Background: an optimization exercise with open tools, aiming at small area. Do not read the settings as production practice. Where RTL was checked, it was by simulation tests only, not by an equivalence proof against the original. No functional check of the RTL was part of run 7. No activity file was given, so power comes from the tool's default toggle rates.

File: design/flow/flow/run.sh
#!/bin/bash
# standard layout, with the smallest buffer on the ports and no CTS dummy loads
set -euo pipefail
export BUFFER_PORTS_ARGS="-buffer_cell sky130_fd_sc_hd__buf_1"
export CTS_ARGS="-sink_clustering_enable -repair_clock_nets -dont_use_dummy_load -buf_list sky130_fd_sc_hd__clkbuf_4"
bash standard.sh > make_flow.log 2>&1
File: design/flow/standard.sh
#!/bin/bash
# synth_recipe.tcl (not shown) runs the flow's synth.tcl, then flattens the netlist and writes it again
# the make line also repeats each setting of config.mk as NAME=value (left out here)
make -C /OpenROAD-flow-scripts/flow DESIGN_CONFIG=/design/flow/config.mk WORK_HOME=/design/flow/orfs CLKGATE_MAP_FILE= SYNTH_SCRIPT=/design/flow/synth_recipe.tcl "${@:-finish}"
File: design/flow/config.mk
export PLATFORM = sky130hd
export DESIGN_NAME = fix_parser_top
export DESIGN_NICKNAME = fix_parser_top
export VERILOG_FILES = /design/flow/design.v
export SDC_FILE = /design/flow/constraint.sdc
export NUM_CORES = 4
export LEC_CHECK = 0
export CAP_MARGIN = 20
export CORE_MARGIN = 2
export CORE_UTILIZATION = 40
export CTS_BUF_LIST = sky130_fd_sc_hd__clkbuf_4
export SLEW_MARGIN = 20
File: design/flow/constraint.sdc
create_clock -name core_clock -period 5.0 [get_ports {clk}]
set_input_delay 1.0000 -clock core_clock [delete_from_list [all_inputs] [get_ports {clk}]]
set_output_delay 1.0000 -clock core_clock [all_outputs]
set_load 0.01 [all_outputs]
File: design/flow/design.v
package fix_pkg;
	typedef logic [4*8-1:0] fix_tag_t;
	typedef logic [32*8-1:0] fix_value_t;
	typedef logic [5:0] fix_len_t;
	typedef enum logic [1:0] {
		kind_tag   = 2'd0,
		kind_sep   = 2'd1,
		kind_value = 2'd2,
		kind_end   = 2'd3
	} fix_byte_kind_e;
endpackage
`timescale 1ns/1ps
module fix_parser_top (
	input  logic         clk,
	input  logic         rst,
	input  logic [7:0]   byte_i,
	input  logic         byte_valid_i,
	output logic         field_valid_o,
	output logic [31:0]  tag_o,
	output logic [255:0] value_o,
	output logic [5:0]   value_len_o,
	output logic         overflow_o,
	output logic         start_of_header_o,
	output logic         end_of_body_o,
	output logic         msg_done_o,
	output logic         checksum_ok_o,
	output logic [7:0]   checksum_calc_o,
	output logic [7:0]   checksum_recv_o
);
	logic [7:0] lex_byte;
	logic       lex_strobe;
	logic       value_mode;
	always_ff @(posedge clk) begin
		lex_byte <= byte_i;
		lex_strobe <= byte_valid_i && !rst;
	end
	logic act;
	logic is_soh;
	logic is_eq;
	logic tag_char;
	logic val_char;
	assign act = lex_strobe && !rst;
	assign is_soh = (lex_byte == 8'h01);
	assign is_eq = (lex_byte == 8'h3D);
	assign tag_char = act && !is_soh && !value_mode && !is_eq;
	assign val_char = act && !is_soh && value_mode;
	always_ff @(posedge clk) begin
		if (rst) begin
			value_mode <= 1'b0;
		end else if (lex_strobe) begin
			if (is_soh) begin
				value_mode <= 1'b0;
			end else if (is_eq) begin
				value_mode <= 1'b1;
			end
		end
	end
	logic clr;
	assign clr = field_valid_o || rst;
	always_ff @(posedge clk) begin
		if (tag_char) begin
			tag_o <= {clr ? 24'd0 : tag_o[23:0], lex_byte};
		end else if (clr) begin
			tag_o <= '0;
		end
	end
	logic [7:0] wr_data;
	assign wr_data = clr ? 8'd0 : lex_byte;
	always_ff @(posedge clk) begin
		for (int i = 0; i < 32; i++) begin
			if (clr || (val_char && !value_len_o[5] && value_len_o[4:0] == 5'(i))) begin
				value_o[8*i +: 8] <= wr_data;
			end
		end
	end
	always_ff @(posedge clk) begin
		if (clr) begin
			value_len_o <= '0;
			overflow_o <= 1'b0;
		end else if (val_char) begin
			if (value_len_o[5]) begin
				overflow_o <= 1'b1;
			end else begin
				value_len_o <= value_len_o + 6'd1;
			end
		end
	end
	logic tag_hdr;
	logic tag_trl;
	assign tag_hdr = (tag_o == 32'h00000038);
	assign tag_trl = (tag_o == 32'h00003130);
	always_ff @(posedge clk) begin
		field_valid_o <= act && is_soh;
		msg_done_o <= field_valid_o && tag_trl && !rst;
	end
	assign start_of_header_o = field_valid_o && tag_hdr;
	assign end_of_body_o = field_valid_o && tag_trl;
	logic [7:0] field_sum;
	logic [7:0] total;
	always_ff @(posedge clk) begin
		if (rst) begin
			field_sum <= 8'd1;
			total <= '0;
		end else if (lex_strobe) begin
			if (is_soh) begin
				field_sum <= 8'd1;
				if (field_valid_o || !tag_trl) begin
					total <= (tag_hdr && !field_valid_o) ? field_sum : total + field_sum;
				end
			end else begin
				field_sum <= field_sum + lex_byte;
			end
		end
	end
	assign checksum_calc_o = total - {7'd0, field_valid_o};
	logic [3:0]  d0;
	logic [3:0]  d1;
	logic [3:0]  d2;
	logic        digits_ok;
	logic [10:0] recv_num;
	assign d0 = value_o[3:0];
	assign d1 = value_o[11:8];
	assign d2 = value_o[19:16];
	assign digits_ok = (value_len_o == 6'd3) &&
		(value_o[7:4] == 4'h3) && (d0 < 4'd10) &&
		(value_o[15:12] == 4'h3) && (d1 < 4'd10) &&
		(value_o[23:20] == 4'h3) && (d2 < 4'd10);
	assign recv_num = 11'(d0) * 11'd100 + 11'(d1) * 11'd10 + 11'(d2);
	always_ff @(posedge clk) begin
		checksum_recv_o <= recv_num[7:0];
		checksum_ok_o <= digits_ok && (recv_num == {3'b000, total});
	end
endmodule
==> notes.md, run 1 <==
- Result of the run: timing/DRC/antenna clean
- Number of filler cells placed in the layout: 2,739
- Type of origin of the critical path: flip-flop
- Wire length reported by the detailed router: 32.4 mm
- Worst Tran Pin Value: 0.925 ns
- Maximum net fanout on the critical path: 6
- Routed wire length per instance: 20.5 um
- Netlist area before placement: 12,500 um2
- Total design power: 5630 uW
- Detailed-route DRC error count: 0
- Die boundary width: 181 um
- Final hold violation count: 0
- Reg2reg setup slack: 1.46 ns
- Proportion of layout cells with a drive suffix above 1: 10.4%
- Max H-tree Level: 3
- Area of the die: 32,600 um2
- Most numerous cell in the Yosys netlist: edfxtp_1
- Routability Congestion: 0.807
- Power per Cell Area: 376 nW/um2
- Largest buffer count on any clock path: 3
- Most frequently used flop master after synthesis: edfxtp_1
- Final critical-path share of the clock period: 70.8%
- Shortest clock period the worst path allows after layout: 3.54 ns
- Post-CTS sizing: 0
- Synth Instances: 761
- Proportion of register bits with asynchronous set or reset after synthesis: 0%
- Number of hold buffers added after CTS: 0
- Number of cell rows: 64
- EDFF count, synth: 288
- Design area: 15,000 um2
- Worst-case vdd ir drop: 195 uV
- Worst min path class: in -> reg
- Worst clock skew on the final layout: 0.101 ns
- Number of buffers added by the clock tree synthesis step: 84
- Leakage: 0.00538 uW
- Core Area: 30,700 um2
- PortBufs: 326
- Post-synthesis net count: 826
- Fin nets: 1,247
- Worst-Skew Late Latency: 0.69 ns
- Top cells by area in the synthesized netlist: edfxtp_1 69%, dfxtp_1 7.1%, ha_1 4.7%
- Distinct cell type count after synthesis: 57
- CTS tree: done
- Clock transition at the register clock pins on the worst setup and hold paths after CTS: 0.06 ns
- RSZ-0062 raised after global routing: no
- Root buffer cell: clkbuf_4
- Top cells by count, synth: 288 x edfxtp_1, 56 x nand2_1, 47 x ha_1
- Vias in the first global route: 8,026
- Estimated wirelength of the detail-placed design: 21.6 mm
- Final count of pins violating max slew: 0
- Data required time of the critical path: 5.58 ns
- Remaining number of nets flagged by the antenna check after routing: 0
- Vias per Instance: 5.06
- Synth Area per Inst: 16.4 um2
- Total Routing Usage GR: 19.7%
- Headroom to the max-slew limit: 37.9%
- FMAX: 283 MHz
- Max-cap violations: 0
- # IOs: 327
- Final hold slack: 0.456 ns
- Post-CTS setup repair buffer count: 0
- Total cell area at the placement stage: 14,300 um2
- Initial Util: 40.7%
- Vias post-DR: 7,981
- Initial antenna violation count: 1
- Post-route setup TNS: 0 ns
- Cell accounting for the most synthesized area: edfxtp_1
- Crit path kind: reg -> reg
- Arrival time worst endpoint: 4.12 ns
- First-pass DRT Iterations: 7
- Critical Path End Type: flip-flop
- #FFs+latches synth: 332
- Synth Warn #: 1
- Starting DRT DRC Count: 548
- Final setup violating endpoints: 0
- Seq/Total Area, Yosys: 76.4%
- Clock sinks: 332
- Pin count of the biggest net entering global routing: 42
- Wire length of the first global-routing pass: 48.6 mm
- DIE HEIGHT: 181 um
- Fraction of post-synthesis cell area in the top cell type by area: 69.3%
- Synth-to-layout area growth: 20.0%
- Total congestion overflow after global routing: 0
==> worst max-delay path, stage by stage, from the launching register on <==
cell and delay, ns:
edfxtp_1 0.50, ha_1 0.33, ha_1 0.23, fa_1 0.44, ha_1 0.29, ha_1 0.39, nand3_1 0.12, nand4_1 0.10
nor4b_2 0.30, o2111ai_1 0.16, a2111oi_2 0.38, o2111a_1 0.24
==> power breakdown <==
| group | total [uW] | switching, uW | internal (uW) | leakage, uW |
|---|---|---|---|---|
| logic | 642 | 422 | 220 | 0.00175 |
| registers | 3310 | 85.3 | 3230 | 0.00324 |
| clock network | 1670 | 910 | 761 | 0.000386 |
==> cells by family after synthesis <==
family / share of synthesized area, %
multiplexers: 0.241
XOR/XNOR: 2.11
buffers and inverters: 1.31
AO/OA/AOI/OAI: 4.78
flip-flops: 76.4
adder cells (fa/ha/maj): 5.84
AND/OR/NAND/NOR: 9.33
==> cell type report <==
type	instances	area, um2	area share (%)
repair buffers	352	1420	9.48
flip-flops and latches	332	9530	63.6
multi-input cells	388	2800	18.7
inverters	24	90.1	0.602
clock buffers	84	631	4.21
diodes	2	5.00	0.0334
well taps	396	495	3.31
==> flip-flops by register name, summed over array words and instances (netlist names) <==
register	cells
checksum_ok_o	1
checksum_recv_o	8
field_sum	8
field_valid_o	1
lex_byte	8
lex_strobe	1
msg_done_o	1
overflow_o	1
tag_o	32
total	8
value_len_o	6
value_mode	1
value_o	256
==> per-stage QoR <==
step                std cells  setup slack [ns]  util (%)
floorplan                 761              1.67         -
global placement         1492              1.33      46.7
detailed placement       1492              1.28      46.7
CTS                      1576              1.46      48.8
global route             1577              1.21      48.8
finish                   1578              1.46      48.8
==> metal layers <==
metal	track usage, %	vias up	part of all wire [%]
li1	-	3692	-
met1	26.0	3872	42
met2	30.0	341	46
met3	6.31	76	8.3
met4	8.65	0	3.4
met5	0	-	0
==> worst paths after layout <==
path,endpoint,start,depth (start not counted)
worst max-delay path,checksum_ok_o$_DFF_P_,value_o[1]$_DFFE_PP_,11
worst min-delay path,lex_byte[0]$_DFF_P_,byte_i[0],1
worst max register to register,checksum_ok_o$_DFF_P_,value_o[1]$_DFFE_PP_,11
worst min register to register,overflow_o$_SDFFE_PP0P_,overflow_o$_SDFFE_PP0P_,2
==> placed cells by master (no fill, tap or decap), types with 5 or more instances in the layout <==
| master | instances |
|---|---|
| a211oi_1 | 5 |
| inv_1 | 24 |
| a21oi_1 | 15 |
| xor2_1 | 10 |
| or3_1 | 5 |
| nor3_1 | 16 |
| nor2b_1 | 9 |
| a311oi_1 | 5 |
| dfxtp_1 | 44 |
| and2_1 | 41 |
| nand2_1 | 56 |
| nand4_1 | 5 |
| o21ai_0 | 23 |
| clkbuf_4 | 84 |
| nand3_1 | 13 |
| edfxtp_1 | 288 |
| nor4_1 | 8 |
| a22o_1 | 6 |
| nor2_1 | 33 |
| buf_1 | 326 |
| ha_1 | 47 |
| a21o_1 | 6 |
| xnor2_1 | 20 |
| buf_4 | 26 |
| fa_1 | 7 |
==> run 2: changes to the inputs <==
==> design/flow/run.sh (new file) <==
#!/bin/bash
# synth_recipe.tcl (not shown) runs the flow's synth.tcl, then flattens the netlist and writes it again
# the make line also repeats each setting of config.mk as NAME=value (left out here)
make -C /OpenROAD-flow-scripts/flow DESIGN_CONFIG=/design/flow/config.mk WORK_HOME=/design/flow/orfs CLKGATE_MAP_FILE= SYNTH_SCRIPT=/design/flow/synth_recipe.tcl finish
removed: design/flow/flow/run.sh
removed: design/flow/standard.sh
==> run 2 against run 1 <==
Effect of this change: still clean; flip-flop and latch count unchanged; worst setup slack got worse by 0.10 ns; cell area increased by 17%; worst hold slack improved by 0.019 ns; first-iteration DRC count decreased by 4.0%; area after synthesis unchanged.
==> notes.md, run 2 <==
- Result of the run: timing/DRC/antenna clean
- Critical path's slowest cell: clkdlybuf4s50_1
- Combinational power share: 13.5% (+2.1 points)
- Clock transition at the register clock pins on the worst setup and hold paths after CTS: 0.07 ns (about the same)
- Most frequent CP cell: nor2_1
- Non-filler cells in the finished layout: 1,648 (+4.4%)
- Vias in the first global route: 8,363 (+4.2%)
- Area taken by multi-input logic gates: 2800 um2 (-0.31%)
- Synth Warn #: 1 (unchanged)
- Starting DRT DRC Count: 526 (-4.0%)
- Wire length of the first global-routing pass: 51.5 mm (+6.1%)
- Most common cell after layout, fill and taps aside: clkdlybuf4s50_1
- Largest registers ranked by flip-flop count: value_o (256), tag_o (32)
- Fraction of power consumed by the clock network: 35.5% (+5.8 points)
- Root buffer cell: clkbuf_4
- Final critical-path share of the clock period: 72.8% (+2.0 points)
- Worst-case vdd ir drop: 233 uV (+20%)
- Synth Instances: 761 (unchanged)
- Remaining number of nets flagged by the antenna check after routing: 0 (unchanged)
- Total Routing Usage GR: 21.2% (+1.5 points)
- Arrival time worst endpoint: 2.64 ns (-1.48 ns)
- Critical Path End Type: output pin
- Top cells by count, synth: 288 x edfxtp_1, 56 x nand2_1, 47 x ha_1
- Final setup violating endpoints: 0 (unchanged)
- DIE HEIGHT: 181 um (unchanged)
- Initial Util: 40.7% (unchanged)
- Area taken by flip-flops and latches: 9530 um2 (unchanged)
- Post-CTS setup repair buffer count: 0 (unchanged)
- Total congestion overflow after global routing: 0 (unchanged)
- Proportion of layout cells with a drive suffix above 1: 14.1% (+3.6 points)
- Largest buffer count on any clock path: 3 (unchanged)
- Maximum net fanout on the critical path: 4 (-2)
- Worst clock skew on the final layout: 0.0553 ns (-0.0457 ns)
- CTS tree: done
- Sequential Power Share: 51.0% (-7.9 points)
- EDFF count, synth: 288 (unchanged)
- Worst setup slack after placement: 1.20 ns (-0.0869 ns)
- Number of buffers added by the clock tree synthesis step: 85 (+1.2%)
- Number of filler cells placed in the layout: 2,490 (-9.1%)
- Total instance count after detailed placement: 1,495 (+0.20%)
- Core Area: 30,700 um2 (unchanged)
- Seq/Total Area, Yosys: 76.4% (unchanged)
- Netlist area before placement: 12,500 um2 (unchanged)
- PortBufs: 326 (unchanged)
- Data required time of the critical path: 4.00 ns (-1.58 ns)
- Power per Cell Area: 372 nW/um2 (-1.1%)
- Leakage: 0.00652 uW (+21%)
- Power spent charging and discharging nets: 1600 uW (+13%)
- Routed wire length per instance: 21.0 um (+2.7%)
- Worst path max stage delay: 0.54 ns (+0.04 ns)
- Number of hold buffers added after CTS: 0 (unchanged)
- Crit path kind: reg -> out
- Worst min path class: reg -> reg
- Post-route setup TNS: 0 ns (unchanged)
- RSZ-0062 raised after global routing: no
- Vias per Instance: 4.97 (-1.7%)
- FMAX: 275 MHz (-2.8%)
- Die boundary width: 181 um (unchanged)
- Synth-to-layout area growth: 40.3%
- Number of flip-flops under the largest register name: 256 (unchanged)
- Initial antenna violation count: 1 (unchanged)
- Wire length reported by the detailed router: 34.7 mm (+7.2%)
- Number of cell rows: 64 (unchanged)
- Pin count of the biggest net entering global routing: 41 (-2.4%)
- Final count of pins violating max slew: 0 (unchanged)
- Area of the die: 32,600 um2 (unchanged)
- Internal power contribution: 4910 uW (+17%)
- Post-CTS sizing: 0 (unchanged)
- Fin nets: 1,251 (+0.32%)
- Routability Congestion: 0.800 (-0.84%)
- Top cells by area in the synthesized netlist: edfxtp_1 69%, dfxtp_1 7.1%, ha_1 4.7%
- Worst Tran Pin Value: 0.959 ns (+0.0343 ns)
- Fraction of post-synthesis cell area in the top cell type by area: 69.3% (unchanged)
- Most frequently used flop master after synthesis: edfxtp_1
- Detailed-route DRC error count: 0 (unchanged)
- Type of origin of the critical path: flip-flop
- Max-cap violations: 0 (unchanged)
- Final hold slack: 0.475 ns (+0.0186 ns)
- Proportion of register bits with asynchronous set or reset after synthesis: 0% (unchanged)
- Max H-tree Level: 3 (unchanged)
- Headroom to the max-slew limit: 35.8% (-2.1 points)
- Crit path setup slack, layout: 1.36 ns (-0.102 ns)
- Vias post-DR: 8,193 (+2.7%)
- Shortest clock period the worst path allows after layout: 3.64 ns (+0.102 ns)
- Worst-Skew Late Latency: 0.69 ns (about the same)
- # IOs: 327 (unchanged)
- Clock sinks: 332 (unchanged)
- Largest register by flop count: value_o
- #FFs+latches synth: 332 (unchanged)
- Cell accounting for the most synthesized area: edfxtp_1
- Top library cells by usage in the layout, fill and taps aside: 326 x clkdlybuf4s50_1, 288 x edfxtp_1, 122 x clkbuf_4
- Final hold violation count: 0 (unchanged)
- Distinct cell type count after synthesis: 57 (unchanged)
- Post-synthesis net count: 826 (unchanged)
- First-pass DRT Iterations: 5 (-2)
- Estimated wirelength of the detail-placed design: 23.1 mm (+6.7%)
- Synth Area per Inst: 16.4 um2 (unchanged)
- Switching share of total power: 24.6% (-0.64 points)
- Most numerous cell in the Yosys netlist: edfxtp_1
- Cells traversed along the worst timing path: nor4_1, nand4_1, nor2_1, nand2_1, nor2_1, clkdlybuf4s50_1
-- run 2: metrics by stage --
step                instance area, um2  utilization [%]  total power (uW)
detailed placement               16400             53.4              4260
floorplan                        12500                -              3740
CTS                              17500             57.0              6600
global placement                 16400             53.4              4260
finish                           17500             57.1              6510
global route                     17500             57.1              6820
-- run 2: worst max-delay path, delay by kind of cell, from the launching register on --
kind,cells,cell delay [ns]
and+or+nand+nor,5,0.98
buffers and inverters,1,0.54
DFF,1,0.42
-- run 2: routing by layer --
metal / wire length (um) / share of wire (%) / vias up / GRT usage (%)
met3: 3010 / 8.7 / 76 / 6.97
met5: 0 / 0 / - / 0
met2: 15900 / 46 / 363 / 33.0
met1: 14400 / 41 / 3984 / 26.8
met4: 1380 / 4.0 / 0 / 10.2
li1: - / - / 3770 / -
-- run 2: area by class of cell --
class                   count  area share (%)
flip-flops and latches    332            54.5
well taps                 396            2.83
inverters                  24           0.515
diodes                      1          0.0143
multi-input cells         388            16.0
repair buffers            355            19.9
clock inverters            30            1.09
clock buffers             122            5.23
-- run 2: path summary, 6_finish.rpt --
check,depth (start not counted),start,slack [ns],endpoint
worst max-delay path,6,tag_o[10]$_SDFFCE_PP0P_,1.36,start_of_header_o
worst min-delay path,2,overflow_o$_SDFFE_PP0P_,0.47,overflow_o$_SDFFE_PP0P_
worst max register to register,11,value_o[1]$_DFFE_PP_,1.43,checksum_ok_o$_DFF_P_
worst min register to register,2,overflow_o$_SDFFE_PP0P_,0.47,overflow_o$_SDFFE_PP0P_
-- run 2: cell families after synthesis --
group / synth area share [%]
xor gates and xnor gates: 2.11
muxes: 0.241
and+or+nand+nor: 9.33
AOI/OAI and AO/OA: 4.78
adders and majority gates: 5.84
buffers and inverters: 1.31
DFF: 76.4
-- run 2: power groups by stage --
stage	Combinational [uW]	Sequential, uW	Clock, uW
after detailed placement	886	3380	0
after floorplan	293	3450	0
after global placement	880	3380	0
after CTS	889	3320	2390
after global routing	944	3340	2540
final	880	3320	2310
==> run 3: changes to the inputs <==
--- a/design/flow/config.mk
+++ b/design/flow/config.mk
@@ -8,5 +8,4 @@
 export CAP_MARGIN = 20
 export CORE_MARGIN = 2
 export CORE_UTILIZATION = 40
-export CTS_BUF_LIST = sky130_fd_sc_hd__clkbuf_4
 export SLEW_MARGIN = 20
==> run 3 against run 2 <==
Effect of this change: still clean; maximum frequency up 2.4%; core utilization is 0.11 points higher; wire length is 1.3% lower; count of clock-buffer cells in the layout down 84; worst hold slack gained 0.0010 ns; area after synthesis unchanged; non-clock buffer count did not move; power up 3.8%; clock power is 11% higher; global-route usage down 0.55 points; largest power group unchanged.
==> notes.md, run 3 <==
- Fraction of power consumed by the clock network: 37.9% (+2.4 points)
- Result of the run: timing/DRC/antenna clean
- First-pass DRT Iterations: 4 (-1)
- Cells traversed along the worst timing path: ha_1, ha_1, fa_1, ha_1, ha_1, nand3_1, nand4_1, nor4b_2, o2111ai_1, a2111oi_2, o2111a_1
- Initial antenna violation count: 0 (-1)
- Post-route setup TNS: 0 ns (unchanged)
- Post-CTS setup repair buffer count: 0 (unchanged)
- #FFs+latches synth: 332 (unchanged)
- Headroom to the max-slew limit: 35.1% (-0.70 points)
- Crit path kind: reg -> reg
- # IOs: 327 (unchanged)
- Die boundary width: 181 um (unchanged)
- Top library cells by usage in the layout, fill and taps aside: 326 x clkdlybuf4s50_1, 288 x edfxtp_1, 56 x nand2_1
- Vias in the first global route: 7,890 (-5.7%)
- Area of the die: 32,600 um2 (unchanged)
- Critical path's slowest cell: edfxtp_1
- Max-cap violations: 0 (unchanged)
- Proportion of register bits with asynchronous set or reset after synthesis: 0% (unchanged)
- Power per Cell Area: 385 nW/um2 (+3.6%)
- Worst Tran Pin Value: 0.970 ns (+0.0105 ns)
- Largest buffer count on any clock path: 3 (unchanged)
- Worst min path class: reg -> reg
- Post-CTS sizing: 0 (unchanged)
- Worst path max stage delay: 0.49 ns (-0.05 ns)
- Final critical-path share of the clock period: 71.2% (-1.7 points)
- Pin count of the biggest net entering global routing: 41 (unchanged)
- Final hold violation count: 0 (unchanged)
- Number of hold buffers added after CTS: 0 (unchanged)
- Clock sinks: 332 (unchanged)
- Worst-case vdd ir drop: 334 uV (+43%)
- RSZ-0062 raised after global routing: no
- Total congestion overflow after global routing: 0 (unchanged)
- Routed wire length per instance: 21.9 um (+4.2%)
- Maximum net fanout on the critical path: 6 (+2)
- Clock transition at the register clock pins on the worst setup and hold paths after CTS: 0.06 ns (about the same)
- CTS tree: done
- Synth Instances: 761 (unchanged)
- Netlist area before placement: 12,500 um2 (unchanged)
- Estimated wirelength of the detail-placed design: 23.1 mm (unchanged)
- Routability Congestion: 0.800 (unchanged)
- Remaining number of nets flagged by the antenna check after routing: 0 (unchanged)
- Total Routing Usage GR: 20.7% (-0.55 points)
- Most frequent CP cell: ha_1
- Largest register by flop count: value_o
- Initial Util: 40.7% (unchanged)
- Fin nets: 1,202 (-3.9%)
- Most numerous cell in the Yosys netlist: edfxtp_1
- Arrival time worst endpoint: 4.00 ns (+1.36 ns)
- Post-synthesis net count: 826 (unchanged)
- Wire length of the first global-routing pass: 50.4 mm (-2.2%)
- Final setup violating endpoints: 0 (unchanged)
- Proportion of layout cells with a drive suffix above 1: 8.42% (-5.6 points)
- Max H-tree Level: 2 (-1)
- Wire length reported by the detailed router: 34.2 mm (-1.3%)
- Synth Area per Inst: 16.4 um2 (unchanged)
- Worst-Skew Late Latency: 0.51 ns (-0.18 ns)
- Cell accounting for the most synthesized area: edfxtp_1
- Top cells by count, synth: 288 x edfxtp_1, 56 x nand2_1, 47 x ha_1
- Vias per Instance: 5.05 (+1.5%)
- Number of filler cells placed in the layout: 2,427 (-2.5%)
- Antenna diode count: 0 (-1)
- Most frequently used flop master after synthesis: edfxtp_1
- Worst clock skew on the final layout: 0.0184 ns (-0.0369 ns)
- Distinct cell type count after synthesis: 57 (unchanged)
- Power spent charging and discharging nets: 1600 uW (about the same)
- FMAX: 281 MHz (+2.4%)
- Fraction of post-synthesis cell area in the top cell type by area: 69.3% (unchanged)
- Total design power: 6750 uW (+3.8%)
- Top cells by area in the synthesized netlist: edfxtp_1 69%, dfxtp_1 7.1%, ha_1 4.7%
- Cell type group with the largest total delay on the critical path: adder cells
- Worst path bufs/invs: 0 (-1)
- Core Area: 30,700 um2 (unchanged)
- Shortest clock period the worst path allows after layout: 3.56 ns (-0.0840 ns)
- Final count of pins violating max slew: 0 (unchanged)
- Leakage: 0.00642 uW (-1.6%)
- Type of origin of the critical path: flip-flop
- Data required time of the critical path: 5.44 ns (+1.44 ns)
- Synth Warn #: 1 (unchanged)
- EDFF count, synth: 288 (unchanged)
- Internal power contribution: 5160 uW (+5.1%)
- Sequential Power Share: 49.1% (-1.9 points)
- Starting DRT DRC Count: 497 (-5.5%)
- Vias post-DR: 7,873 (-3.9%)
- Most common cell after layout, fill and taps aside: clkdlybuf4s50_1
- Number of buffers added by the clock tree synthesis step: 36 (-58%)
- Detailed-route DRC error count: 0 (unchanged)
- Number of cell rows: 64 (unchanged)
- Synth-to-layout area growth: 40.6%
- Switching share of total power: 23.6% (-0.92 points)
- DIE HEIGHT: 181 um (unchanged)
- Root buffer cell: clkbuf_16
- Seq/Total Area, Yosys: 76.4% (unchanged)
- Critical Path End Type: flip-flop
- Largest registers ranked by flip-flop count: value_o (256), tag_o (32)
- PortBufs: 326 (unchanged)
- Combinational power share: 13.0% (-0.5 points)
- Number of flip-flops under the largest register name: 256 (unchanged)
-- run 3: worst paths after layout --
| path | start | to | slack (ns) | depth (start not counted) |
|---|---|---|---|---|
| hold reg to reg | overflow_o$_SDFFE_PP0P_ | overflow_o$_SDFFE_PP0P_ | 0.48 | 2 |
| hold / removal | overflow_o$_SDFFE_PP0P_ | overflow_o$_SDFFE_PP0P_ | 0.48 | 2 |
| setup / recovery | value_o[1]$_DFFE_PP_ | checksum_ok_o$_DFF_P_ | 1.44 | 11 |
| setup reg to reg | value_o[1]$_DFFE_PP_ | checksum_ok_o$_DFF_P_ | 1.44 | 11 |
-- run 3: stage by stage --
stage	instances	hold slack (ns)	cell area [um2]	util (%)	setup WS, ns
final	1560	0.476	17500	57.2	1.44
after global routing	1560	0.527	17500	57.2	1.26
after CTS	1560	0.479	17500	57.2	1.43
after detailed placement	1495	0.467	16400	53.4	1.20
after global placement	1495	0.450	16400	53.4	1.23
after floorplan	761	0.392	12500	-	1.67
-- run 3: power groups by stage --
stage / registers (uW) / logic (uW) / clock network (uW)
floorplan: 3450 / 293 / 0
global placement: 3380 / 880 / 0
detailed placement: 3380 / 886 / 0
CTS: 3320 / 890 / 2610
global route: 3340 / 943 / 2710
finish: 3320 / 878 / 2560
-- run 3: final cells by class --
| cell class | count | area (um2) | area share (%) |
|---|---|---|---|
| clock buffers | 38 | 908 | 5.18 |
| clock inverters | 27 | 235 | 1.34 |
| inverters | 24 | 90.1 | 0.514 |
| multi-input cells | 388 | 2800 | 15.9 |
| flip-flops and latches | 332 | 9530 | 54.3 |
| well taps | 396 | 495 | 2.83 |
| repair buffers | 355 | 3480 | 19.9 |
-- run 3: worst register-to-register path, stage by stage (launching register included) --
cell and delay (ns):
edfxtp_1 0.49, ha_1 0.32, ha_1 0.22, fa_1 0.44, ha_1 0.28, ha_1 0.40, nand3_1 0.12, nand4_1 0.11
nor4b_2 0.30, o2111ai_1 0.18, a2111oi_2 0.37, o2111a_1 0.25
-- run 3: logic make-up (layout without fill, tap and decap cells) --
family	count (synthesis)	count (layout)	share of synthesized area (%)
xor+xnor	30	30	2.11
fa+ha+maj	54	54	5.84
mux	3	3	0.241
buf+inv	41	444	1.31
flops	332	332	76.4
simple gates	215	215	9.33
compound gates	86	86	4.78
-- run 3: layer usage --
| layer | global-route usage [%] | routed length, um |
|---|---|---|
| met4 | 7.65 | 1220 |
| met3 | 6.14 | 2640 |
| met1 | 27.0 | 14700 |
| met5 | 0 | 0 |
| met2 | 32.8 | 15700 |
==> run 4: changes to the inputs <==
--- a/design/flow/config.mk
+++ b/design/flow/config.mk
@@ -7,5 +7,6 @@
 export LEC_CHECK = 0
 export CAP_MARGIN = 20
 export CORE_MARGIN = 2
-export CORE_UTILIZATION = 40
+export CORE_UTILIZATION = 70
+export PLACE_DENSITY = 0.8
 export SLEW_MARGIN = 20
==> run 4 against run 3 <==
Effect of this change: the run now fails in clock tree synthesis; synthesized cell count unchanged; area after synthesis unchanged.
==> notes.md, run 4 <==
- Most numerous cell in the Yosys netlist: edfxtp_1
- Distinct cell type count after synthesis: 57 (unchanged)
- Stage where the flow stopped: clock tree synthesis
- Seq/Total Area, Yosys: 76.4% (unchanged)
- Post-synthesis net count: 826 (unchanged)
- Top cells by area in the synthesized netlist: edfxtp_1 69%, dfxtp_1 7.1%, ha_1 4.7%
- PortBufs: 326 (unchanged)
- #FFs+latches synth: 332 (unchanged)
- # IOs: 327 (unchanged)
- Proportion of register bits with asynchronous set or reset after synthesis: 0% (unchanged)
- Number of cell rows: 48 (-25%)
- Cell accounting for the most synthesized area: edfxtp_1
- Clock sinks: 332 (unchanged)
- Total instance count after detailed placement: 1,317 (-12%)
- EDFF count, synth: 288 (unchanged)
- Synth Warn #: 1 (unchanged)
- Number of hold buffers added after CTS: 0 (unchanged)
- Die boundary width: 137 um (-24%)
- Synth Instances: 761 (unchanged)
- Post-CTS sizing: 0 (unchanged)
- Result of the run: stopped before the end
- Largest buffer count on any clock path: 3 (unchanged)
- Most frequently used flop master after synthesis: edfxtp_1
- Top cells by count, synth: 288 x edfxtp_1, 56 x nand2_1, 47 x ha_1
- Root buffer cell: clkbuf_16
- Post-CTS setup repair buffer count: 0 (unchanged)
- First reported error: [ERROR DPL-0033] detailed placement checks failed during check placement.
- Netlist area before placement: 12,500 um2 (unchanged)
- Initial Util: 71.9% (+31 points)
- Synth Area per Inst: 16.4 um2 (unchanged)
- Estimated wirelength of the detail-placed design: 27.8 mm (+20%)
- Max H-tree Level: 2 (unchanged)
- DIE HEIGHT: 137 um (-24%)
- Number of buffers added by the clock tree synthesis step: 34 (-5.6%)
- Fraction of post-synthesis cell area in the top cell type by area: 69.3% (unchanged)
- Routability Congestion: 0.893 (+12%)
==> run 4: cell counts after synthesis <==
No cell type changed its count.
==> run 4: power by group through the flow <==
stage / sequential [uW] / clock, uW / combinational (uW)
3_5_place_dp: 3390 / 0 / 897
3_3_place_gp: 3370 / 0 / 848
2_1_floorplan: 3450 / 0 / 293
==> run 4: how the worst max path moves through the flow <==
| stage | cells after the start | start | slack [ns] | end |
|---|---|---|---|---|
| after detailed placement | 8 | rst | 0.80 | value_o[143]$_DFFE_PP_ |
| after floorplan | 12 | value_o[0]$_DFFE_PP_ | 1.67 | checksum_ok_o$_DFF_P_ |
| after global placement | 8 | rst | 1.15 | value_o[225]$_DFFE_PP_ |
==> run 4: through the flow <==
step | setup slack [ns] | util, % | cell area [um2]
after detailed placement | 0.798 | 92.9 | 16100
after global placement | 1.15 | 92.9 | 16100
after floorplan | 1.67 | - | 12500
==> run 4: cells by family after synthesis <==
logic type	share of synthesized area [%]
adders and majority gates	5.84
muxes	0.241
buffers and inverters	1.31
AOI/OAI and AO/OA	4.78
xor gates and xnor gates	2.11
and+or+nand+nor	9.33
DFF	76.4
==> run 5: changes to the inputs <==
--- a/design/flow/design.v
+++ b/design/flow/design.v
@@ -97,6 +97,10 @@
 	assign end_of_body_o = field_valid_o && tag_trl;
 	logic [7:0] field_sum;
 	logic [7:0] total;
+	logic [7:0] sum_in;
+	logic [7:0] sum_out;
+	assign sum_in = is_soh ? total : lex_byte;
+	assign sum_out = field_sum + sum_in;
 	always_ff @(posedge clk) begin
 		if (rst) begin
 			field_sum <= 8'd1;
@@ -105,10 +109,10 @@
 			if (is_soh) begin
 				field_sum <= 8'd1;
 				if (field_valid_o || !tag_trl) begin
-					total <= (tag_hdr && !field_valid_o) ? field_sum : total + field_sum;
+					total <= (tag_hdr && !field_valid_o) ? field_sum : sum_out;
 				end
 			end else begin
-				field_sum <= field_sum + lex_byte;
+				field_sum <= sum_out;
 			end
 		end
 	end
@@ -125,9 +129,13 @@
 		(value_o[7:4] == 4'h3) && (d0 < 4'd10) &&
 		(value_o[15:12] == 4'h3) && (d1 < 4'd10) &&
 		(value_o[23:20] == 4'h3) && (d2 < 4'd10);
-	assign recv_num = 11'(d0) * 11'd100 + 11'(d1) * 11'd10 + 11'(d2);
+	logic [7:0] tens;
+	assign tens = {d0, 3'b000} + {3'b000, d0, 1'b0} + {4'b0000, d1};
+	logic below_256;
+	assign below_256 = (d0 < 4'd2) || (d0 == 4'd2 && (d1 < 4'd5 || (d1 == 4'd5 && d2 < 4'd6)));
+	assign recv_num = {tens, 3'b000} + {2'b00, tens, 1'b0} + {7'd0, d2};
 	always_ff @(posedge clk) begin
 		checksum_recv_o <= recv_num[7:0];
-		checksum_ok_o <= digits_ok && (recv_num == {3'b000, total});
+		checksum_ok_o <= digits_ok && below_256 && (recv_num[7:0] == total);
 	end
 endmodule
==> design/flow/flow/run.sh (new file) <==
#!/bin/bash
# standard layout, with the smallest buffer on the ports and a lighter clock tree
set -euo pipefail
export BUFFER_PORTS_ARGS="-buffer_cell sky130_fd_sc_hd__buf_1"
export CTS_ARGS="-sink_clustering_enable -repair_clock_nets -dont_use_dummy_load -buf_list sky130_fd_sc_hd__clkbuf_16 -sink_clustering_size 25 -sink_clustering_max_diameter 100"
bash standard.sh > make_flow.log 2>&1
==> design/flow/standard.sh (new file) <==
#!/bin/bash
# synth_recipe.tcl (not shown) runs the flow's synth.tcl, then flattens the netlist and writes it again
# the make line also repeats each setting of config.mk as NAME=value (left out here)
make -C /OpenROAD-flow-scripts/flow DESIGN_CONFIG=/design/flow/config.mk WORK_HOME=/design/flow/orfs CLKGATE_MAP_FILE= SYNTH_SCRIPT=/design/flow/synth_recipe.tcl "${@:-finish}"
--- a/design/flow/config.mk
+++ b/design/flow/config.mk
@@ -7,6 +7,5 @@
 export LEC_CHECK = 0
 export CAP_MARGIN = 20
 export CORE_MARGIN = 2
-export CORE_UTILIZATION = 70
-export PLACE_DENSITY = 0.8
+export CORE_UTILIZATION = 55
 export SLEW_MARGIN = 20
removed: design/flow/run.sh
==> run 5 against run 4 <==
Effect of this change: now clean on timing, DRC and antenna; area after synthesis is 1.6% lower; synthesized cell count is 4.7% lower.
==> notes.md, run 5 <==
- Proportion of layout cells with a drive suffix above 1: 4.98%
- Routability Congestion: 0.818 (-8.4%)
- Pin count of the biggest net entering global routing: 33
- DIE HEIGHT: 153 um (+12%)
- Worst-Skew Late Latency: 0.50 ns
- Vias in the first global route: 7,340
- Leakage: 0.00502 uW
- Multiplexer area fraction after synthesis: 0.754% (+0.51 points)
- Total cell area at the placement stage: 13,900 um2 (-14%)
- Non-filler cells in the finished layout: 1,345
- Fin nets: 1,114
- Maximum net fanout on the critical path: 4
- Max-cap violations: 0
- Shortest clock period the worst path allows after layout: 3.36 ns
- Wire length of the first global-routing pass: 45.0 mm
- PortBufs: 326 (unchanged)
- Total instance count after detailed placement: 1,327 (+0.76%)
- Estimated wirelength of the detail-placed design: 21.3 mm (-23%)
- Remaining number of nets flagged by the antenna check after routing: 0
- Max H-tree Level: 1 (-1)
- Largest family of logic cells by synthesized area: simple AND/OR/NAND/NOR gates
- Most frequently used flop master after synthesis: edfxtp_1
- EDFF count, synth: 288 (unchanged)
- Worst-case vdd ir drop: 310 uV
- Routed wire length per instance: 22.7 um
- Headroom to the max-slew limit: 32.4%
- Power per Cell Area: 373 nW/um2
- Clock sinks: 332 (unchanged)
- Initial Util: 56.1% (-16 points)
- First-pass DRT Iterations: 5
- Netlist area before placement: 12,300 um2 (-1.6%)
- RSZ-0062 raised after global routing: no
- Fraction of post-synthesis cell area in the top cell type by area: 70.4% (+1.1 points)
- Die boundary width: 153 um (+12%)
- Reg2reg setup slack: 1.64 ns
- Synth Area per Inst: 16.9 um2 (+3.3%)
- CTS tree: done
- Number of hold buffers added after CTS: 0 (unchanged)
- Worst Tran Pin Value: 1.01 ns
- Seq/Total Area, Yosys: 77.6% (+1.2 points)
- End of the worst register-to-register path: checksum_ok_o$_DFF_P_
- Total design power: 5340 uW
- Number of flip-flops under the largest register name: 256
- Root buffer cell: clkbuf_16
- Synth Warn #: 1 (unchanged)
- Crit path kind: reg -> reg
- Final setup violating endpoints: 0
- Final critical-path share of the clock period: 67.2%
- Worst clock skew on the final layout: 0.0543 ns
- Final count of pins violating max slew: 0
- Most numerous cell in the Yosys netlist: edfxtp_1
- Crit path to: checksum_ok_o$_DFF_P_
- Type of origin of the critical path: flip-flop
- Number of buffers added by the clock tree synthesis step: 17 (-50%)
- Reg2reg start: value_o[0]$_DFFE_PP_
- Total congestion overflow after global routing: 0
- Post-CTS sizing: 0 (unchanged)
- Vias per Instance: 5.47
- Critical Path End Type: flip-flop
- Largest buffer count on any clock path: 3 (unchanged)
- #FFs+latches synth: 332 (unchanged)
- Post-CTS setup repair buffer count: 0 (unchanged)
- Data required time of the critical path: 5.40 ns
- # IOs: 327 (unchanged)
- Xor and xnor fraction of the mapped netlist area: 2.37% (+0.27 points)
- Top cells by count, synth: 288 x edfxtp_1, 46 x nor2_1, 44 x dfxtp_1
- Final hold violation count: 0
- Area of the die: 23,500 um2
- Cell accounting for the most synthesized area: edfxtp_1
- Initial antenna violation count: 1
- Largest register by flop count: value_o
- Share of synthesized cell area in full adder, half adder and majority cells: 4.08% (-1.8 points)
- Arrival time worst endpoint: 3.76 ns
- Wire length reported by the detailed router: 30.6 mm
- Synth Instances: 725 (-4.7%)
- Most common cell after layout, fill and taps aside: buf_1
- Clock transition at the register clock pins on the worst setup and hold paths after CTS: 0.10 ns
- First element of the critical path: value_o[0]$_DFFE_PP_
- Top cells by area in the synthesized netlist: edfxtp_1 70%, dfxtp_1 7.2%, ha_1 3.3%
- Worst min path class: reg -> reg
- Detailed-route DRC error count: 0
- Distinct cell type count after synthesis: 65 (+14%)
- Design area: 14,300 um2
- Top library cells by usage in the layout, fill and taps aside: 326 x buf_1, 288 x edfxtp_1, 44 x dfxtp_1
- Post-route setup TNS: 0 ns
- Starting DRT DRC Count: 460
- Number of cell rows: 54 (+13%)
- Worst reg-to-reg path cell count: 12
- Proportion of register bits with asynchronous set or reset after synthesis: 0% (unchanged)
- Result of the run: timing/DRC/antenna clean
- Vias post-DR: 7,361
- Post-synthesis net count: 773 (-6.4%)
- Largest registers ranked by flip-flop count: value_o (256), tag_o (32)
- Complex-gate fraction of the synthesized area: 5.16% (+0.37 points)
- Synth-to-layout area growth: 16.7%
- FMAX: 298 MHz
- Total Routing Usage GR: 25.6%
- Core Area: 21,900 um2
- Final hold slack: 0.464 ns
- Area share of and/or/nand/nor cells after synthesis: 8.48% (-0.85 points)
==> run 5: area by class of cell <==
cell class              instances  area, um2
flip-flops and latches        332       9530
fillers                      1664       7570
multi-input cells             344       2570
repair buffers                340       1330
clock buffers                  17        425
well taps                     280        350
inverters                      31        116
diodes                          1       2.50
==> run 5: worst min-delay path by stage <==
stage                           from                          to  slack [ns]  depth (start not counted)
2_1_floorplan  value_o[16]$_DFFE_PP_  checksum_recv_o[0]$_DFF_P_        0.39                          0
3_3_place_gp   value_o[16]$_DFFE_PP_  checksum_recv_o[0]$_DFF_P_        0.46                          0
3_5_place_dp   value_o[16]$_DFFE_PP_  checksum_recv_o[0]$_DFF_P_        0.46                          0
4_1_cts        value_o[16]$_DFFE_PP_  checksum_recv_o[0]$_DFF_P_        0.47                          0
5_1_grt        value_o[16]$_DFFE_PP_  checksum_recv_o[0]$_DFF_P_        0.49                          0
6_report       value_o[16]$_DFFE_PP_  checksum_recv_o[0]$_DFF_P_        0.46                          0
==> run 5: power by group <==
part | switching, uW | internal [uW]
sequential | 82.1 | 3220
clock | 771 | 611
combinational | 427 | 230
==> run 5: per-stage QoR <==
step / worst slack [ns] / utilization (%)
after floorplan: 1.78 / -
after global placement: 1.57 / 63.5
after detailed placement: 1.50 / 63.5
after CTS: 1.64 / 65.4
after global routing: 1.40 / 65.4
final: 1.64 / 65.4
==> run 5: kinds of logic (layout without fill, tap and decap cells) <==
logic type	Yosys count	after routing
AO/OA/AOI/OAI	93	93
XOR/XNOR	30	30
adder cells (fa/ha/maj)	37	37
buffers and inverters	49	388
flip-flops	332	332
multiplexers	9	9
other	0	1
AND/OR/NAND/NOR	175	175
==> run 5: per-layer routing <==
metal  share of wire (%)  wire (um)  track usage [%]
met1                  39      12100             33.2
met2                  49      14800             42.3
met3                 9.1       2770             7.68
met4                 2.9        886             7.56
met5                   0          0                0
==> run 5: critical path, stage by stage (launching register included) <==
cell and delay, ns:
edfxtp_1 0.41, inv_1 0.08, fa_1 0.53, inv_1 0.06, fa_1 0.48, xor2_1 0.24
ha_1 0.28, ha_1 0.36, o21ai_0 0.10, o21bai_1 0.08, a21oi_1 0.25, xnor3_1 0.24
and4_1 0.15
==> run 6: changes to the inputs <==
==> design/flow/flow/run.sh (replaced) <==
#!/bin/bash
# standard layout, with the smallest buffer on the ports and a lighter clock tree
set -euo pipefail
export BUFFER_PORTS_ARGS="-buffer_cell sky130_fd_sc_hd__buf_1"
export CTS_ARGS="-sink_clustering_enable -repair_clock_nets -dont_use_dummy_load -buf_list sky130_fd_sc_hd__clkbuf_8 -sink_clustering_size 16 -sink_clustering_max_diameter 100"
bash standard.sh > make_flow.log 2>&1
--- a/design/flow/config.mk
+++ b/design/flow/config.mk
@@ -7,5 +7,5 @@
 export LEC_CHECK = 0
 export CAP_MARGIN = 20
 export CORE_MARGIN = 2
-export CORE_UTILIZATION = 55
+export CORE_UTILIZATION = 40
 export SLEW_MARGIN = 20
==> run 6 against run 5 <==
Effect of this change: register-to-register slack lost 0.14 ns; first-iteration DRC count is 11% higher; combinational power increased by 3%; count of clock-buffer cells in the layout increased by 7; non-clock buffer count decreased by 3; sequential power is essentially flat; core utilization is 18 points lower; cell area up 0.31%; sequential share of layout area is 0.20 points lower; critical path type unchanged.
==> notes.md, run 6 <==
- Crit path kind: reg -> reg
- Estimated wirelength of the detail-placed design: 22.9 mm (+7.8%)
- Cell accounting for the most synthesized area: edfxtp_1
- Combinational power share: 12.9% (+0.6 points)
- Post-CTS sizing: 0 (unchanged)
- Worst clock skew on the final layout: 0.0650 ns (+0.0107 ns)
- Multiplexer area fraction after synthesis: 0.754% (unchanged)
- Leakage: 0.00497 uW (-0.98%)
- Internal power contribution: 3890 uW (-4.4%)
- PortBufs: 326 (unchanged)
- Cells traversed along the worst timing path: inv_1, fa_1, inv_1, fa_1, xor2_1, ha_1, ha_1, o21ai_0, o21bai_1, a21oi_1, xnor3_1, and4_1
- Post-route setup TNS: 0 ns (unchanged)
- Number of hold buffers added after CTS: 0 (unchanged)
- Fraction of post-synthesis cell area in the top cell type by area: 70.4% (unchanged)
- Final hold violation count: 0 (unchanged)
- Maximum net fanout on the critical path: 4 (unchanged)
- Worst Tran Pin Value: 1.05 ns (+0.0487 ns)
- Count of cells along the worst hold path: 0 (unchanged)
- Worst-Skew Late Latency: 0.58 ns (+0.08 ns)
- Result of the run: timing/DRC/antenna clean
- Critical Path End Type: flip-flop
- Global-route met1 utilization: 25.6% (-7.6 points)
- Top library cells by usage in the layout, fill and taps aside: 326 x buf_1, 288 x edfxtp_1, 44 x dfxtp_1
- Final setup violating endpoints: 0 (unchanged)
- Largest family of logic cells by synthesized area: simple AND/OR/NAND/NOR gates
- Area of the die: 32,100 um2 (+36%)
- Vias per Instance: 5.12 (-6.4%)
- Met2 layer usage reported by global route: 32.2% (-10 points)
- Worst path max stage delay: 0.53 ns (about the same)
- Distinct cell type count after synthesis: 65 (unchanged)
- Arrival time worst endpoint: 3.94 ns (+0.18 ns)
- Number of buffers added by the clock tree synthesis step: 24 (+7)
- Number of flip-flops under the largest register name: 256 (unchanged)
- Root buffer cell: clkbuf_8
- Die boundary width: 179 um (+17%)
- Vias post-DR: 7,496 (+1.8%)
- Cell type group with the largest total delay on the critical path: adder cells
- DIE HEIGHT: 179 um (+17%)
- Share of synthesized cell area in full adder, half adder and majority cells: 4.08% (unchanged)
- Synth-to-layout area growth: 17.0%
- Wire length of the first global-routing pass: 46.7 mm (+3.9%)
- Type of origin of the critical path: flip-flop
- Netlist area before placement: 12,300 um2 (unchanged)
- Proportion of register bits with asynchronous set or reset after synthesis: 0% (unchanged)
- End of the worst register-to-register path: checksum_ok_o$_DFF_P_
- Hold_sp: value_o[16]$_DFFE_PP_
- Max H-tree Level: 1 (unchanged)
- Clock sinks: 332 (unchanged)
- Starting DRT DRC Count: 511 (+11%)
- Wire length reported by the detailed router: 33.2 mm (+8.7%)
- Crit path setup slack, layout: 1.50 ns (-0.139 ns)
- Initial Util: 40.3% (-16 points)
- Layer carrying the most global-route usage: met2
- Final critical-path share of the clock period: 69.9% (+2.8 points)
- Final count of pins violating max slew: 0 (unchanged)
- Shortest clock period the worst path allows after layout: 3.50 ns (+0.139 ns)
- Switching share of total power: 25.8% (+1.8 points)
- First element of the critical path: value_o[0]$_DFFE_PP_
- Worst min path class: reg -> reg
- Synth Area per Inst: 16.9 um2 (unchanged)
- Vias in the first global route: 7,343 (+0.041%)
- Clock transition at the register clock pins on the worst setup and hold paths after CTS: 0.10 ns (about the same)
- Total congestion overflow after global routing: 0 (unchanged)
- Area taken by flip-flops and latches: 9530 um2 (unchanged)
- Largest buffer count on any clock path: 3 (unchanged)
- Data required time of the critical path: 5.44 ns (+0.04 ns)
- #FFs+latches synth: 332 (unchanged)
- Top cells by area in the synthesized netlist: edfxtp_1 70%, dfxtp_1 7.2%, ha_1 3.3%
- Destination of the worst hold path: checksum_recv_o[0]$_DFF_P_
- Core Area: 30,400 um2 (+39%)
- Antenna diode count: 0 (-1)
- Fin nets: 1,118 (+0.36%)
- Headroom to the max-slew limit: 29.6% (-2.8 points)
- Met3 Usage GRT: 5.98% (-1.7 points)
- Seq/Total Area, Yosys: 77.6% (unchanged)
- Number of filler cells placed in the layout: 2,742 (+65%)
- Remaining number of nets flagged by the antenna check after routing: 0 (unchanged)
- Worst setup slack after placement: 1.58 ns (+0.0816 ns)
- FMAX: 286 MHz (-4.0%)
- Most common cell after layout, fill and taps aside: buf_1
- Worst reg-to-reg path cell count: 12 (unchanged)
- Power per Cell Area: 364 nW/um2 (-2.4%)
- Reg2reg start: value_o[0]$_DFFE_PP_
- Initial antenna violation count: 1 (unchanged)
- Top cells by count, synth: 288 x edfxtp_1, 46 x nor2_1, 44 x dfxtp_1
- Detailed-route DRC error count: 0 (unchanged)
- Post-synthesis net count: 773 (unchanged)
- Routed wire length per instance: 22.7 um (-0.11%)
- Max-cap violations: 0 (unchanged)
- Complex-gate fraction of the synthesized area: 5.16% (unchanged)
- Synth Instances: 725 (unchanged)
- Post-CTS setup repair buffer count: 0 (unchanged)
- EDFF count, synth: 288 (unchanged)
- Largest registers ranked by flip-flop count: value_o (256), tag_o (32)
- Sequential Power Share: 63.3% (+1.5 points)
- Routability Congestion: 0.826 (+0.98%)
- Xor and xnor fraction of the mapped netlist area: 2.37% (unchanged)
- Area taken by multi-input logic gates: 2590 um2 (+0.73%)
- Fraction of power consumed by the clock network: 23.8% (-2.1 points)
- Pin count of the biggest net entering global routing: 33 (unchanged)
- Total Routing Usage GR: 19.9% (-5.7 points)
- CTS tree: done
- Reg2reg setup slack: 1.50 ns (-0.14 ns)
- Power spent charging and discharging nets: 1350 uW (+5.3%)
- First-pass DRT Iterations: 5 (unchanged)
- Worst-case vdd ir drop: 268 uV (-13%)
- Worst path bufs/invs: 2 (unchanged)
- Number of cell rows: 64 (+19%)
- Area share of and/or/nand/nor cells after synthesis: 8.48% (unchanged)
- Most frequently used flop master after synthesis: edfxtp_1
- Post-layout utilization of the core: 47.2% (-18 points)
- RSZ-0062 raised after global routing: no
- Largest register by flop count: value_o
- # IOs: 327 (unchanged)
- Proportion of layout cells with a drive suffix above 1: 5.34% (+0.36 points)
- Most numerous cell in the Yosys netlist: edfxtp_1
- Synth Warn #: 1 (unchanged)
- Critical path's slowest cell: fa_1
[run 6: cell counts after synthesis]
No cell type changed its count.
[run 6: worst max-delay path by stage]
stage	to	slack, ns	cells after the start
global placement	checksum_ok_o$_DFF_P_	1.63	12
CTS	checksum_ok_o$_DFF_P_	1.52	12
global route	checksum_ok_o$_DFF_P_	1.33	12
finish	checksum_ok_o$_DFF_P_	1.50	12
detailed placement	checksum_ok_o$_DFF_P_	1.58	12
floorplan	checksum_ok_o$_DFF_P_	1.78	12
[run 6: cell families (layout without fill, tap and decap cells)]
kind of cell / after synthesis / count (layout)
flip-flops: 332 / 332
AND/OR/NAND/NOR: 175 / 175
AO/OA/AOI/OAI: 93 / 93
buffers and inverters: 49 / 392
adder cells (fa/ha/maj): 37 / 37
XOR/XNOR: 30 / 30
multiplexers: 9 / 9
[run 6: power groups by stage]
| stage | Combinational [uW] | Sequential [uW] | Clock, uW |
|---|---|---|---|
| after floorplan | 320 | 3450 | 0 |
| after global placement | 676 | 3370 | 0 |
| after detailed placement | 679 | 3370 | 0 |
| after CTS | 682 | 3310 | 1290 |
| after global routing | 746 | 3330 | 1370 |
| final | 675 | 3310 | 1250 |
[run 6: worst reg2reg max path, stage by stage, from the launching register on]
cell      delay, ns
edfxtp_1       0.43
inv_1          0.08
fa_1           0.53
inv_1          0.07
fa_1           0.47
xor2_1         0.29
ha_1           0.30
ha_1           0.36
o21ai_0        0.10
o21bai_1       0.08
a21oi_1        0.24
xnor3_1        0.25
and4_1         0.15
[run 6: routing by layer]
metal | vias up | part of all wire, % | wire length [um]
met3 | 54 | 8.8 | 2940
met2 | 301 | 47 | 15800
met1 | 3755 | 40 | 13500
li1 | 3386 | - | -
met5 | - | 0 | 0
met4 | 0 | 3.2 | 1070
[run 6: per-stage QoR]
stage	hold WS (ns)	instance area [um2]	instances	total power, uW
after floorplan	0.392	12300	725	3770
after CTS	0.473	14400	1464	5280
after detailed placement	0.449	14000	1440	4050
after global placement	0.448	14000	1440	4050
final	0.457	14400	1464	5230
after global routing	0.490	14400	1464	5440
[run 6: final cells by class]
cell class / instances / area share (%)
clock buffer: 24 / 2.30
inverter: 31 / 0.810
multi-input combinational: 344 / 18.0
sequential: 332 / 66.3
tap: 396 / 3.45
timing repair buffer: 337 / 9.09
==> run 7: changes to the inputs <==
--- a/design/flow/design.v
+++ b/design/flow/design.v
@@ -117,25 +117,21 @@
 		end
 	end
 	assign checksum_calc_o = total - {7'd0, field_valid_o};
-	logic [3:0]  d0;
-	logic [3:0]  d1;
-	logic [3:0]  d2;
-	logic        digits_ok;
-	logic [10:0] recv_num;
+	logic [3:0] d0, d1, d2;
 	assign d0 = value_o[3:0];
 	assign d1 = value_o[11:8];
 	assign d2 = value_o[19:16];
-	assign digits_ok = (value_len_o == 6'd3) &&
+	logic digits_ok;
+	assign digits_ok = (value_len_o[5:2] == 4'd0) &&
 		(value_o[7:4] == 4'h3) && (d0 < 4'd10) &&
 		(value_o[15:12] == 4'h3) && (d1 < 4'd10) &&
 		(value_o[23:20] == 4'h3) && (d2 < 4'd10);
-	logic [7:0] tens;
-	assign tens = {d0, 3'b000} + {3'b000, d0, 1'b0} + {4'b0000, d1};
+	logic [7:0] r;
+	assign r = {d0, 6'd0} + {d0, 5'd0} + {d0, 2'd0} + {d1, 3'd0} + {d1, 1'd0} + d2;
 	logic below_256;
 	assign below_256 = (d0 < 4'd2) || (d0 == 4'd2 && (d1 < 4'd5 || (d1 == 4'd5 && d2 < 4'd6)));
-	assign recv_num = {tens, 3'b000} + {2'b00, tens, 1'b0} + {7'd0, d2};
 	always_ff @(posedge clk) begin
-		checksum_recv_o <= recv_num[7:0];
-		checksum_ok_o <= digits_ok && below_256 && (recv_num[7:0] == total);
+		checksum_recv_o <= r;
+		checksum_ok_o <= digits_ok && below_256 && (r == total);
 	end
 endmodule
==> design/flow/flow/run.sh (replaced) <==
#!/bin/bash
# standard layout with: an area-oriented ABC script in synthesis, the smallest
# buffer on the ports, and a lighter clock tree
set -euo pipefail
here=$(pwd)
export FLOW_SYNTH_TCL="$here/synth_recipe.tcl"
export AREA_ABC_SCRIPT="$here/flow/area.abc"
export BUFFER_PORTS_ARGS="-buffer_cell sky130_fd_sc_hd__buf_1"
export CTS_ARGS="-sink_clustering_enable -repair_clock_nets -dont_use_dummy_load -buf_list sky130_fd_sc_hd__clkbuf_8 -sink_clustering_size 16 -sink_clustering_max_diameter 100"
sed "s#SYNTH_SCRIPT=[^ ]*#SYNTH_SCRIPT=$here/flow/synth_area.tcl#" standard.sh > my_standard.sh
grep -q "SYNTH_SCRIPT=$here/flow/synth_area.tcl" my_standard.sh
bash my_standard.sh > make_flow.log 2>&1
==> design/flow/flow/area.abc (new file) <==
&get -n
&st
&dch -f
&nf -R 1000
&put
==> design/flow/flow/synth_area.tcl (new file) <==
# The standard synthesis script, with an area-oriented ABC script for
# the combinational mapping; registers and names are left as they are
proc abc {args} {
  set i [lsearch -exact $args -script]
  if {$i >= 0} { lset args [expr {$i + 1}] $::env(AREA_ABC_SCRIPT) }
  yosys abc {*}$args
}
source $::env(FLOW_SYNTH_TCL)
==> run 7 against run 6 <==
Effect of this change: critical endpoint is now checksum_calc_o[7]; die area decreased by 4.0%; register-to-register slack worse by 0.03 ns; clock power is 3% lower; first-iteration DRC count rose by 30%; worst setup slack got worse by 0.028 ns; largest power group unchanged.
==> notes.md, run 7 <==
- Result of the run: timing/DRC/antenna clean
- Die boundary width: 176 um (-2.0%)
- Total Routing Usage GR: 19.7% (-0.26 points)
- Top cells by area in the synthesized netlist: edfxtp_1 73%, dfxtp_1 7.5%, ha_1 2.8%
- Area share of and/or/nand/nor cells after synthesis: 7.58% (-0.90 points)
- Fin nets: 1,120 (+0.18%)
- Final hold slack: 0.468 ns (+0.0103 ns)
- Hold_sp: value_o[16]$_DFFE_PP_
- Synth Warn #: 1 (unchanged)
- Vias in the first global route: 7,176 (-2.3%)
- Area taken by flip-flops and latches: 9530 um2 (unchanged)
- PortBufs: 326 (unchanged)
- End of the worst register-to-register path: checksum_ok_o$_DFF_P_
- Root buffer cell: clkbuf_8
- Xor and xnor fraction of the mapped netlist area: 1.79% (-0.59 points)
- Worst clock skew on the final layout: 0.0678 ns (+0.00273 ns)
- Crit path kind: reg -> out
- Core Area: 28,900 um2 (-5.2%)
- CTS tree: done
- Worst reg-to-reg path cell count: 11 (-1)
- Worst path max stage delay: 0.65 ns (+0.12 ns)
- Post-layout utilization of the core: 49.1% (+1.9 points)
- Largest buffer count on any clock path: 3 (unchanged)
- Wire length reported by the detailed router: 31.2 mm (-6.2%)
- Clock sinks: 332 (unchanged)
- Max H-tree Level: 1 (unchanged)
- Largest register by flop count: value_o
- Final count of pins violating max slew: 0 (unchanged)
- Critical Path End Type: output pin
- Area of the die: 30,800 um2 (-4.0%)
- Post-synthesis net count: 721 (-6.7%)
- Most frequent CP cell: or3_1
- Top cells by count, synth: 288 x edfxtp_1, 46 x o21ai_0, 44 x dfxtp_1
- Remaining number of nets flagged by the antenna check after routing: 0 (unchanged)
- Routability Congestion: 0.850 (+2.9%)
- Final critical-path share of the clock period: 70.5% (+0.55 points)
- Multiplexer area fraction after synthesis: 0.510% (-0.24 points)
- Most frequently used flop master after synthesis: edfxtp_1
- Initial Util: 40.8% (+0.44 points)
- Largest registers ranked by flip-flop count: value_o (256), tag_o (32)
- Pin count of the biggest net entering global routing: 48 (+45%)
- Area taken by multi-input logic gates: 2140 um2 (-17%)
- Starting DRT DRC Count: 666 (+30%)
- Worst Tran Pin Value: 0.948 ns (-0.106 ns)
- Count of cells along the worst hold path: 0 (unchanged)
- Clock transition at the register clock pins on the worst setup and hold paths after CTS: 0.10 ns (about the same)
- Destination of the worst hold path: checksum_recv_o[0]$_DFF_P_
- Cell accounting for the most synthesized area: edfxtp_1
- Vias post-DR: 7,246 (-3.3%)
- Number of hold buffers added after CTS: 0 (unchanged)
- Seq/Total Area, Yosys: 81.0% (+3.4 points)
- Total congestion overflow after global routing: 0 (unchanged)
- Proportion of register bits with asynchronous set or reset after synthesis: 0% (unchanged)
- Type of origin of the critical path: flip-flop
- #FFs+latches synth: 332 (unchanged)
- Shortest clock period the worst path allows after layout: 3.52 ns (+0.0275 ns)
- Final setup violating endpoints: 0 (unchanged)
- Worst min path class: reg -> reg
- Maximum net fanout on the critical path: 10 (+6)
- Distinct cell type count after synthesis: 40 (-38%)
- Share of synthesized cell area in full adder, half adder and majority cells: 4.13% (+0.048 points)
- Headroom to the max-slew limit: 36.8% (+7.2 points)
- Worst-Skew Late Latency: 0.58 ns (about the same)
- Reg2reg start: value_o[1]$_DFFE_PP_
- Routed wire length per instance: 21.4 um (-5.8%)
- Reg2reg setup slack: 1.48 ns (-0.03 ns)
- Total met2 wirelength after detailed routing: 15.3 mm (-2.7%)
- Initial antenna violation count: 1 (unchanged)
- Leakage: 0.00496 uW (-0.19%)
- Critical path's slowest cell: dfxtp_1
- Top library cells by usage in the layout, fill and taps aside: 326 x buf_1, 288 x edfxtp_1, 48 x buf_4
- Number of filler cells placed in the layout: 2,559 (-6.7%)
- Top sig layer: met4
- Cells traversed along the worst timing path: ha_1, nand2_1, or3_1, or3_1, xnor2_1, buf_1
- First-pass DRT Iterations: 5 (unchanged)
- Wire length on met1: 13.1 mm (-2.7%)
- Largest family of logic cells by synthesized area: simple AND/OR/NAND/NOR gates
- Proportion of layout cells with a drive suffix above 1: 6.99% (+1.7 points)
- Detailed-route DRC error count: 0 (unchanged)
- RSZ-0062 raised after global routing: no
- Number of cell rows: 62 (-3.1%)
- Power per Cell Area: 359 nW/um2 (-1.5%)
- EDFF count, synth: 288 (unchanged)
- FMAX: 284 MHz (-0.78%)
- Number of flip-flops under the largest register name: 256 (unchanged)
- Worst-case vdd ir drop: 235 uV (-12%)
- Post-CTS setup repair buffer count: 0 (unchanged)
- Wire length of the first global-routing pass: 45.1 mm (-3.5%)
- Post-CTS sizing: 0 (unchanged)
- # IOs: 327 (unchanged)
- Metal3 WL: 2.13 mm (-28%)
- Arrival time worst endpoint: 2.52 ns (-1.42 ns)
- Synth Area per Inst: 17.4 um2 (+2.8%)
- Synth-to-layout area growth: 20.4%
- Complex-gate fraction of the synthesized area: 4.10% (-1.1 points)
- Estimated wirelength of the detail-placed design: 22.0 mm (-4.2%)
- Synth Instances: 676 (-6.8%)
- Most common cell after layout, fill and taps aside: buf_1
- Fraction of post-synthesis cell area in the top cell type by area: 73.5% (+3.0 points)
- Final hold violation count: 0 (unchanged)
- DIE HEIGHT: 176 um (-2.0%)
- Data required time of the critical path: 4.00 ns (-1.44 ns)
- Max-cap violations: 0 (unchanged)
- Number of buffers added by the clock tree synthesis step: 24 (unchanged)
- Post-route setup TNS: 0 ns (unchanged)
- Vias per Instance: 4.97 (-2.9%)
- Most numerous cell in the Yosys netlist: edfxtp_1
- Netlist area before placement: 11,800 um2 (-4.1%)
- Antenna diode count: 0 (unchanged)
## run 7: metal layers
layer | vias to the layer above | track usage, %
met5 | - | 0
met4 | 0 | 4.27
met3 | 44 | 3.85
met2 | 282 | 34.0
met1 | 3580 | 25.9
li1 | 3340 | -
## run 7: critical path, delay by kind of cell (launching register included)
kind / cells / cell delay [ns]
DFF: 1 / 0.65
xor gates and xnor gates: 1 / 0.15
and+or+nand+nor: 3 / 0.76
buffers and inverters: 1 / 0.17
adders and majority gates: 1 / 0.26
## run 7: worst max path at each step
stage / startpoint / end / slack [ns] / depth (start not counted)
final: field_valid_o$_DFF_P_ / checksum_calc_o[7] / 1.48 / 6
after global routing: value_o[1]$_DFFE_PP_ / checksum_ok_o$_DFF_P_ / 1.26 / 11
after CTS: field_valid_o$_DFF_P_ / checksum_calc_o[7] / 1.41 / 6
after detailed placement: value_o[1]$_DFFE_PP_ / checksum_ok_o$_DFF_P_ / 1.52 / 11
after global placement: value_o[1]$_DFFE_PP_ / checksum_ok_o$_DFF_P_ / 1.52 / 10
after floorplan: rst / tag_o[0]$_SDFFCE_PN0P_ / 0.94 / 2
## run 7: cell type report
type                    instances  share of cell area (%)
flip-flops and latches        332                    67.2
well taps                     384                    3.39
repair buffers                374                    11.2
inverters                      27                   0.715
clock buffers                  24                    2.33
multi-input cells             316                    15.1
## run 7: cells by family (layout without fill, tap and decap cells)
logic type	Yosys count	count (layout)
xor gates and xnor gates	24	24
DFF	332	332
AOI/OAI and AO/OA	84	84
muxes	6	6
and+or+nand+nor	168	168
adders and majority gates	34	34
buffers and inverters	28	425
## run 7: power by group
group	total, uW	internal, uW	switching (uW)	leakage, uW
combinational	557	182	375	0.00154
sequential	3310	3220	90.8	0.00324
clock	1210	431	783	0.000173
total	5080	3830	1250	0.00496
## run 7: stage by stage
step	setup WS, ns	total power, uW	std cells	cell area (um2)
CTS	1.41	5140	1457	14200
global placement	1.52	3940	1433	13800
finish	1.48	5080	1457	14200
global route	1.26	5300	1457	14200
floorplan	0.943	3660	676	11800
detailed placement	1.52	3940	1433	13800

==> re-timing with driven ports <==
In the flow no input, the clock included, has a driving cell. The finished layouts below were timed again as built, in two steps. Step 1: set_driving_cell puts a clkbuf_16 on clk and a buf_2 on each other input, an assumption about the parent block. Step 2 adds t to the input delays and takes it off the output delays; t is the mean of the earliest and latest rising clock arrival at the registers after step 1. Input paths then give back, and output paths get back, about the clock's delay inside the block. Three values: ideal, step 1, step 2; two values: the first two.
run | t (ns) | setup slack, ns | worst slew at a driven data input, ns
run 1 | 0.685 | 1.460 / 1.460 / 1.286 | 0.05
run 2 | 0.704 | 1.358 / 1.315 / 1.185 | 0.05
run 3 | 0.551 | 1.442 / 1.442 / 1.171 | 0.05
run 5 | 0.524 | 1.642 / 1.642 / 1.497 | 0.07
run 6 | 0.597 | 1.503 / 1.503 / 1.503 | 0.06
run 7 | 0.589 | 1.476 / 1.437 / 1.481 | 0.03
After both steps every run listed still meets setup and hold. The setup slack of run 3, which loses most, moves by 0.000 ns with the drivers and by -0.271 ns with both steps.
